From an optimization exercise on the open Yosys and OpenROAD flow, aimed at small area and a short achievable clock period; shortcuts taken in it are not production practice.
Only simulation tests tie the RTL to the original design; equivalence was not proved.
No activity file was given, so power comes from the tool's default toggle rates.

`run.sh`:
```
#!/bin/bash
# synth_recipe.tcl (not shown) runs the flow's synth.tcl, then flattens the netlist and writes it again
# the make line also repeats each setting of config.mk as NAME=value (left out here)
make -C /OpenROAD-flow-scripts/flow DESIGN_CONFIG=/design/flow/config.mk WORK_HOME=/design/flow/orfs CLKGATE_MAP_FILE= SYNTH_SCRIPT=/design/flow/synth_recipe.tcl finish
```
`config.mk`:
```
export PLATFORM = sky130hd
export DESIGN_NAME = letter_tx_queue
export DESIGN_NICKNAME = letter_tx_queue
export VERILOG_FILES = /design/flow/design.v
export SDC_FILE = /design/flow/constraint.sdc
export NUM_CORES = 4
export LEC_CHECK = 0
export CAP_MARGIN = 20
export CORE_MARGIN = 2
export CORE_UTILIZATION = 40
export SLEW_MARGIN = 20
export SYNTH_MEMORY_MAX_BITS = 8192
```
`constraint.sdc`:
```
create_clock -name core_clock -period 5.8 [get_ports {clk_in}]
set_input_delay 1.1600 -clock core_clock [delete_from_list [all_inputs] [get_ports {clk_in}]]
set_output_delay 1.1600 -clock core_clock [all_outputs]
set_load 0.01 [all_outputs]
```
`design.v`:
```
module letter_tx_queue #(
    parameter int unsigned WIDTH        = 5,
    parameter int unsigned DEPTH        = 1000,
    parameter int unsigned OVERWRITE    = 0,
    parameter int unsigned BUSY_TIMEOUT = 1000
) (
    input  logic                       clk_in,
    input  logic                       rst_in,
    input  logic                       flush_in,
    input  logic                       data_valid_in,
    input  logic [WIDTH-1:0]           data_in,
    input  logic                       tx_busy_in,
    output logic                       tx_valid_out,
    output logic [WIDTH-1:0]           tx_data_out,
    output logic                       full_out,
    output logic                       empty_out,
    output logic [$clog2(DEPTH+1)-1:0] count_out,
    output logic                       overflow_out,
    output logic                       timeout_out
);
    localparam int unsigned CNT_W = $clog2(DEPTH + 1);
    localparam int unsigned TMR_W = $clog2(BUSY_TIMEOUT + 1);
    localparam int unsigned RL    = 8;               
    localparam int unsigned TS    = 4;               
    localparam int unsigned NT    = RL / TS;         
    localparam int unsigned NR    = DEPTH / RL;      
    localparam int unsigned SW    = $clog2(RL);
    localparam int unsigned GW    = (NR > 1) ? $clog2(NR) : 1;
    localparam int unsigned TW    = (NT > 1) ? $clog2(NT) : 1;
    typedef enum logic [2:0] {IDLE, FETCH, ISSUE, WAIT_BUSY, WAIT_DONE} state_t;
    state_t           state_q, state_next;
    logic [TMR_W-1:0] timer_q;
    logic [CNT_W-1:0] count_next;
    logic             pop_c, push_c, drop_c, timeout_c;
    logic [GW-1:0]    wr_g_q, rd_g_q, wp_g_q;
    logic [SW-1:0]    wr_s_q, rd_s_q;
    logic [SW-1:0]    ph_q;                          
    logic [SW-1:0]    rel_q;                         
    logic [RL-1:0][WIDTH-1:0] pb_q;
    logic [RL-1:0]            pv_q;
    logic [RL-1:0][NR-1:0][WIDTH-1:0] ring_q;
    logic [WIDTH-1:0] hd_q, hd_c, wdata_c, tap_c;
    logic             we_c, head_pend_c, vis_c;
    logic [TW-1:0]    tap_sel_c;
    localparam int unsigned LW = TW + GW;             
    logic [WIDTH-1:0] tree_c [2**(LW+1)];
    logic [LW-1:0]    tsel_c;
    always_comb begin
        tsel_c = {tap_sel_c, rd_g_q};
        for (int i = 0; i < 2**LW; i++)
            tree_c[2**LW + i] = (i % (2**GW) < NR) ? taps_c[i / (2**GW)][i % (2**GW)] : '0;
        for (int l = LW - 1; l >= 0; l--)
            for (int i = 2**l; i < 2**(l+1); i++)
                tree_c[i] = tsel_c[LW-1-l] ? tree_c[2*i+1] : tree_c[2*i];
    end
    logic [NT-1:0][NR-1:0][WIDTH-1:0] taps_c;
    for (genvar t = 0; t < NT; t++) begin : g_taps
        assign taps_c[t] = ring_q[t * TS];
    end
    always_comb begin
        state_next = state_q;
        timeout_c  = 1'b0;
        pop_c      = 1'b0;
        count_next = count_out;
        unique case (state_q)
            IDLE:      if (count_out != '0) state_next = FETCH;
            FETCH:     state_next = ISSUE;
            ISSUE: begin
                pop_c      = 1'b1;
                state_next = WAIT_BUSY;
            end
            WAIT_BUSY: begin
                if (tx_busy_in) begin
                    state_next = WAIT_DONE;
                end else if (timer_q >= TMR_W'(BUSY_TIMEOUT - 1)) begin
                    timeout_c  = 1'b1;
                    state_next = IDLE;
                end
            end
            WAIT_DONE: if (!tx_busy_in) state_next = IDLE;
            default:   state_next = IDLE;
        endcase
        push_c = data_valid_in && (!full_out || pop_c);
        drop_c = data_valid_in && full_out && !pop_c;
        if (push_c && !pop_c) count_next = count_out + CNT_W'(1);
        else if (!push_c && pop_c) count_next = count_out - CNT_W'(1);
    end
    always_comb begin
        wdata_c = pb_q[ph_q];
        we_c    = pv_q[ph_q];
    end
    always_comb begin
        head_pend_c = pv_q[rd_s_q] && (count_out <= CNT_W'(RL));
        vis_c       = (rel_q % SW'(TS)) == '0;
        tap_sel_c   = TW'(rel_q / SW'(TS));
        tap_c       = tree_c[1];
        if (head_pend_c)  hd_c = pb_q[rd_s_q];
        else if (vis_c)   hd_c = tap_c;
        else              hd_c = hd_q;
    end
    always_ff @(posedge clk_in or negedge rst_in) begin
        if (!rst_in) begin
            state_q      <= IDLE;
            wr_g_q       <= '0;
            wr_s_q       <= '0;
            rd_g_q       <= '0;
            rd_s_q       <= '0;
            wp_g_q       <= '0;
            ph_q         <= '0;
            rel_q        <= SW'(RL - 1);
            pv_q         <= '0;
            timer_q      <= '0;
            count_out    <= '0;
            full_out     <= 1'b0;
            empty_out    <= 1'b1;
            tx_valid_out <= 1'b0;
            tx_data_out  <= '0;
            overflow_out <= 1'b0;
            timeout_out  <= 1'b0;
        end else begin
            ph_q <= (ph_q == SW'(RL - 1)) ? '0 : ph_q + SW'(1);
            if (flush_in) begin
                state_q      <= IDLE;
                wr_g_q       <= '0;
                wr_s_q       <= '0;
                rd_g_q       <= '0;
                rd_s_q       <= '0;
                wp_g_q       <= '0;
                rel_q        <= ph_q;
                pv_q         <= '0;
                timer_q      <= '0;
                count_out    <= '0;
                full_out     <= 1'b0;
                empty_out    <= 1'b1;
                tx_valid_out <= 1'b0;
                overflow_out <= 1'b0;
                timeout_out  <= 1'b0;
            end else begin
                state_q <= state_next;
                for (int k = 0; k < RL; k++) begin
                    if (push_c && wr_s_q == SW'(k)) pv_q[k] <= 1'b1;
                    else if (we_c && ph_q == SW'(k)) pv_q[k] <= 1'b0;
                end
                if (we_c && ph_q == SW'(RL - 1))
                    wp_g_q <= (wp_g_q == GW'(NR - 1)) ? '0 : wp_g_q + GW'(1);
                if (push_c) begin
                    if (wr_s_q == SW'(RL - 1)) begin
                        wr_s_q <= '0;
                        wr_g_q <= (wr_g_q == GW'(NR - 1)) ? '0 : wr_g_q + GW'(1);
                    end else begin
                        wr_s_q <= wr_s_q + SW'(1);
                    end
                end
                if (pop_c) begin
                    if (rd_s_q == SW'(RL - 1)) begin
                        rd_s_q <= '0;
                        rd_g_q <= (rd_g_q == GW'(NR - 1)) ? '0 : rd_g_q + GW'(1);
                    end else begin
                        rd_s_q <= rd_s_q + SW'(1);
                    end
                end else begin
                    rel_q <= (rel_q == SW'(RL - 1)) ? '0 : rel_q + SW'(1);
                end
                timer_q      <= (state_q == ISSUE || state_q == WAIT_BUSY) ? timer_q + TMR_W'(1) : '0;
                count_out    <= count_next;
                full_out     <= (count_next == CNT_W'(DEPTH));
                empty_out    <= (count_next == '0);
                tx_valid_out <= (state_q == FETCH);
                if (state_q == FETCH) tx_data_out <= hd_c;
                if (drop_c) overflow_out <= 1'b1;
                timeout_out  <= timeout_c;
            end
        end
    end
    always_ff @(posedge clk_in) begin
        for (int k = 0; k < RL; k++)
            if (wr_s_q == SW'(k)) pb_q[k] <= data_in;
        hd_q <= hd_c;
    end
    always_ff @(posedge clk_in) begin
        for (int g = 0; g < NR; g++) begin
            ring_q[0][g] <= (we_c && wp_g_q == GW'(g)) ? wdata_c : ring_q[RL-1][g];
            for (int k = 1; k < RL; k++) ring_q[k][g] <= ring_q[k-1][g];
        end
    end
endmodule
```
==> flow_metrics.py <==
metrics = {
    "worst_hold_path": {
        "holdCritPathClass": "in -> async",
    },
    "synth": {
        "synth.lib_cells_used.distinct": 89,
        "synth-edff-count": 40,
        "ys_async_sr_fraction_pct": 1.311,
        "synthCells": 7900,
        "number_of_synthesized_register_bits": 5112,
        "proportion_of_synthesized_chip_area_in_sequential_cells_pct": 83.55,
        "post_synthesis_xor_xnor_area_fraction_pct": 0.1136,
        "yosys-mux-area-fraction_pct": 6.743,
        "synthFlopType": "sky130_fd_sc_hd__dfxtp_1",
        "post_synth_instance_area_sq_um": 123400,
        "compound_gate_portion_of_the_synthesized_area_pct": 4.222,
        "synth_warnings": 2,
        "synth_top_family_by_area": "multiplexers",
        "synth_simple_gate_area_share_pct": 3.848,
        "mappedNetlistNets": 7937,
        "postSynthAreaPerCell_sq_um": 15.62,
        "synth_fa_ha_area_share_pct": 0.2738,
    },
    "place": {
        "gp_routability_congestion": 0.8413,
        "dp_hpwl_um": 161800,
        "buffer_ports.inserted": 29,
        "dpl_worst_slack_ns": 1.148,
    },
    "final_layout": {
        "most_used_cells_in_the_layout_excluding_fill_and_tap_cells": "sky130_fd_sc_hd__dfxtp_1, sky130_fd_sc_hd__nor2_1, sky130_fd_sc_hd__a21oi_1",
        "post_route_cells_drive_above_1_share_pct": 14.17,
        "final_common_cell": "sky130_fd_sc_hd__dfxtp_1",
        "synthToLayoutAreaGrowth_pct": 17.00,
        "final_net_count": 8284,
        "postLayoutCoreUtil_pct": 47.12,
        "nFillCells": 26215,
    },
    "job": {
        "maxCapViolations": 0,
    },
    "power": {
        "power.density_cell_area_nw_per_um2": 471.2,
        "max-vdd-ir-drop_uv": 301.0,
        "leakagePower_nw": 56.50,
    },
    "critical_path": {
        "crit_chain": "mux4_2, and2_1, or2_1, nand4_1, nor2_1, nor2_1, a21oi_1",
        "setup.worst_path.start_class": "flip-flop",
        "crit_path_top_delay_cell": "sky130_fd_sc_hd__nor2_1",
        "path_common_cell": "sky130_fd_sc_hd__nor2_1",
        "worst_ep_arrival_time_ns": 5.56,
        "cp-end-kind": "flip-flop",
        "critical_path_peak_fanout": 19,
        "critPathKind": "reg -> reg",
        "worst_path_largest_cell_delay_ns": 1.15,
        "worst-endpoint-required_ns": 6.62,
    },
    "clock_tree": {
        "htree_num_levels": 5,
        "inserted_clock_buffers": 451,
        "numClockSinks": 5112,
        "cts.repair.resized": 0,
        "clock_tree_from_tritoncts": "yes",
        "clk-insertion-delay-late_ns": 0.91,
        "worst_setup_hold_path_clk_slew_ns": 0.07,
        "cts-root-to-sink-buffers": 4,
        "root_buffer": "sky130_fd_sc_hd__clkbuf_16",
        "ctsHoldBuffers": 0,
        "post-cts-setup-buffer-count": 0,
    },
    "floorplan": {
        "core_sq_um": 306300,
        "start_util_pct": 40.27,
        "placement_rows": 203,
        "die_width_um": 559.4,
        "floorplan.die_area_sq_um": 312900,
        "floorplan.io_pins": 30,
        "fp.dieH_um": 559.4,
    },
    "routing": {
        "drt-initial-drc-count": 3929,
        "detail_route.drc_violations": 0,
        "detail_route.wl_per_cell_um": 20.44,
        "dr.pass1.iters": 6,
        "vias": 57679,
        "route.detailed.vias_per_inst": 4.531,
        "routed_wirelength_um": 260200,
        "ant_nets": 0,
    },
    "global_routing": {
        "first_pass_grt_wire_length_um": 383400,
        "grt_pass1_vias": 59003,
        "total_overflow_reported_by_the_global_router": 0,
        "grt_max_degree": 88,
        "grt_antenna_before_repair": 9,
        "grt.total_usage_pct": 16.29,
    },
    "timing": {
        "final.setup.worst_slack_ns": 1.061,
        "worst_slew_pin_slew_ns": 1.172,
        "slew_viol_final": 0,
        "unrepaired_setup_endpoints_after_global_routing": "false",
        "min_period_over_period_pct": 81.70,
        "timing.final.crit_period_ns": 4.739,
        "setup_viol_count_final": 0,
        "max_freq_mhz": 211.0,
        "max-slew-margin-rel_pct": 21.89,
        "setup_skew_after_layout_ns": 0.04947,
        "totalNegativeSetupSlack_ns": 0,
        "hold_viol_final": 0,
    },
    "run_status": {
        "outcome": "timing/DRC/antenna clean",
    },
}
==> synth_stat cells, drive strengths merged (4+ instances only) <==
cell	count	area, sq um
edfxtp	40	1201
or3	9	56.30
o211ai	6	45.04
o22ai	19	118.9
or2	7	43.80
nand3	44	300.3
o31ai	4	35.03
a22oi	47	352.8
a221oi	24	210.2
and3	16	100.1
mux4	286	6629
nor2b	19	118.9
dfxtp	5005	100200
xnor2	10	87.58
inv	26	97.60
nor3	20	100.1
a221o	4	40.04
dfstp	4	105.1
ha	27	337.8
a211oi	8	65.06
and2	13	82.59
o311ai	4	35.04
o21ai	75	375.4
clkbuf	113	476.7
dfrtp	63	1577
nand4	10	62.56
buf	120	962.2
a32o	14	140.1
a311oi	4	35.03
mux2	23	259.0
nand2	136	510.5
a21oi	658	3297
xor2	6	52.55
a32oi	6	52.55
mux2i	143	1431
a31oi	28	175.2
nand2b	7	43.79
nor4	9	56.30
nor2	798	3095
==> per-stage QoR <==
stage | instances | hold WS (ns) | cell area, sq um | total power, mW
2_1_floorplan | 7900 | 0.3096 | 123400 | 37.16
3_3_place_gp | 11893 | 0.3095 | 128400 | 37.79
3_5_place_dp | 11894 | 0.3121 | 128400 | 37.81
4_1_cts | 12726 | 0.1095 | 144300 | 68.52
5_1_grt | 12727 | 0.1564 | 144300 | 70.09
6_report | 12731 | 0.1708 | 144300 | 68.01
==> registers in the layout (all words and copies together) (netlist names) <==
name / flops
count_out: 10
overflow_out: 1
wp_g_q: 7
full_out: 1
state_q: 3
hd_q: 5
tx_data_out: 5
rd_s_q: 3
timer_q: 10
timeout_out: 1
tx_valid_out: 1
wr_s_q: 3
rel_q: 3
pv_q: 8
ring_q: 5000
empty_out: 1
pb_q: 40
rd_g_q: 7
ph_q: 3
==> cells by family (layout without fill, tap and decap cells) <==
kind of cell / count (synthesis) / count (layout)
XOR/XNOR: 16 / 16
AO/OA/AOI/OAI: 926 / 926
buffers and inverters: 259 / 985
adder cells (fa/ha/maj): 27 / 27
AND/OR/NAND/NOR: 1108 / 1108
other: 0 / 5
flip-flops: 5112 / 5112
multiplexers: 452 / 452
==> cell type report <==
cell class                      instances  area, sq um  share of cell area [%]
Tap cell                             4100         5130                   3.554
Multi-Input combinational cell       2529        18870                   13.08
Sequential cell                      5112       103100                   71.43
Antenna cell                            5        12.51                0.008669
Clock inverter                        193         2621                   1.816
Inverter                               26        100.1                 0.06935
Clock buffer                          639        13300                   9.216
Timing Repair Buffer                  127         1206                  0.8357
==> final timing paths <==
check,startpoint,to,slack (ns),depth (start not counted)
setup / recovery,ph_q[0],ring_q[147],1.06,7
hold / removal,rst_in,full_out,0.17,1
setup reg to reg,ph_q[0],ring_q[147],1.06,7
hold reg to reg,ring_q[1274],ring_q[1899],0.29,0
max in group asynchronous,rst_in,rd_g_q[2],4.61,2
min in group core_clock,ring_q[1274],ring_q[1899],0.29,0
==> metal layers <==
metal	vias up	track usage [%]	share of wire (%)
li1	27263	-	-
met1	28742	23.68	49
met2	1309	24.99	44
met3	365	2.655	4.7
met4	0	4.706	2.4
met5	-	0	0
==> critical path, delay by kind of cell, from the launching register on <==
family	cells	cell delay, ns
flip-flops	1	0.92
AO/OA/AOI/OAI	1	0.16
AND/OR/NAND/NOR	5	3.18
multiplexers	1	0.35
==> where the power goes <==
| part | switching, mW | leakage, nW | internal, mW | total [mW] |
|---|---|---|---|---|
| registers | 0.183 | 41.6 | 35.3 | 35.5 |
| clock network | 12.8 | 7.83 | 18.2 | 31.0 |
| logic | 0.994 | 7.11 | 0.560 | 1.55 |
| total | 13.9 | 56.5 | 54.1 | 68.0 |

port drivers added, routing unchanged:
The flow's constraints put no driver on any port. The routed layout listed below was extracted and timed again, unchanged, in two steps. Step 1 assumes that a clkbuf_16 drives the clock port and a buf_2 every other input. Step 2, shift: input delay + t, output delay - t, t = (earliest + latest rising clock arrival at the registers) / 2. This alone moves slack from input paths to output paths. Three values: ideal ports, drivers, drivers and shift; two values: the first two.
t (ns): 0.987
setup WS [ns]: 1.061 / 1.061 / 1.061
hold WS [ns]: 0.171 / 0.113 / 0.292
clock arrival spread, ns: 0.065 / 0.064
cell pins on the clock port's net: 1
After both steps this run still meets setup and hold. The setup slack of this run moves by 0.000 ns with the drivers and by 0.000 ns with both steps.
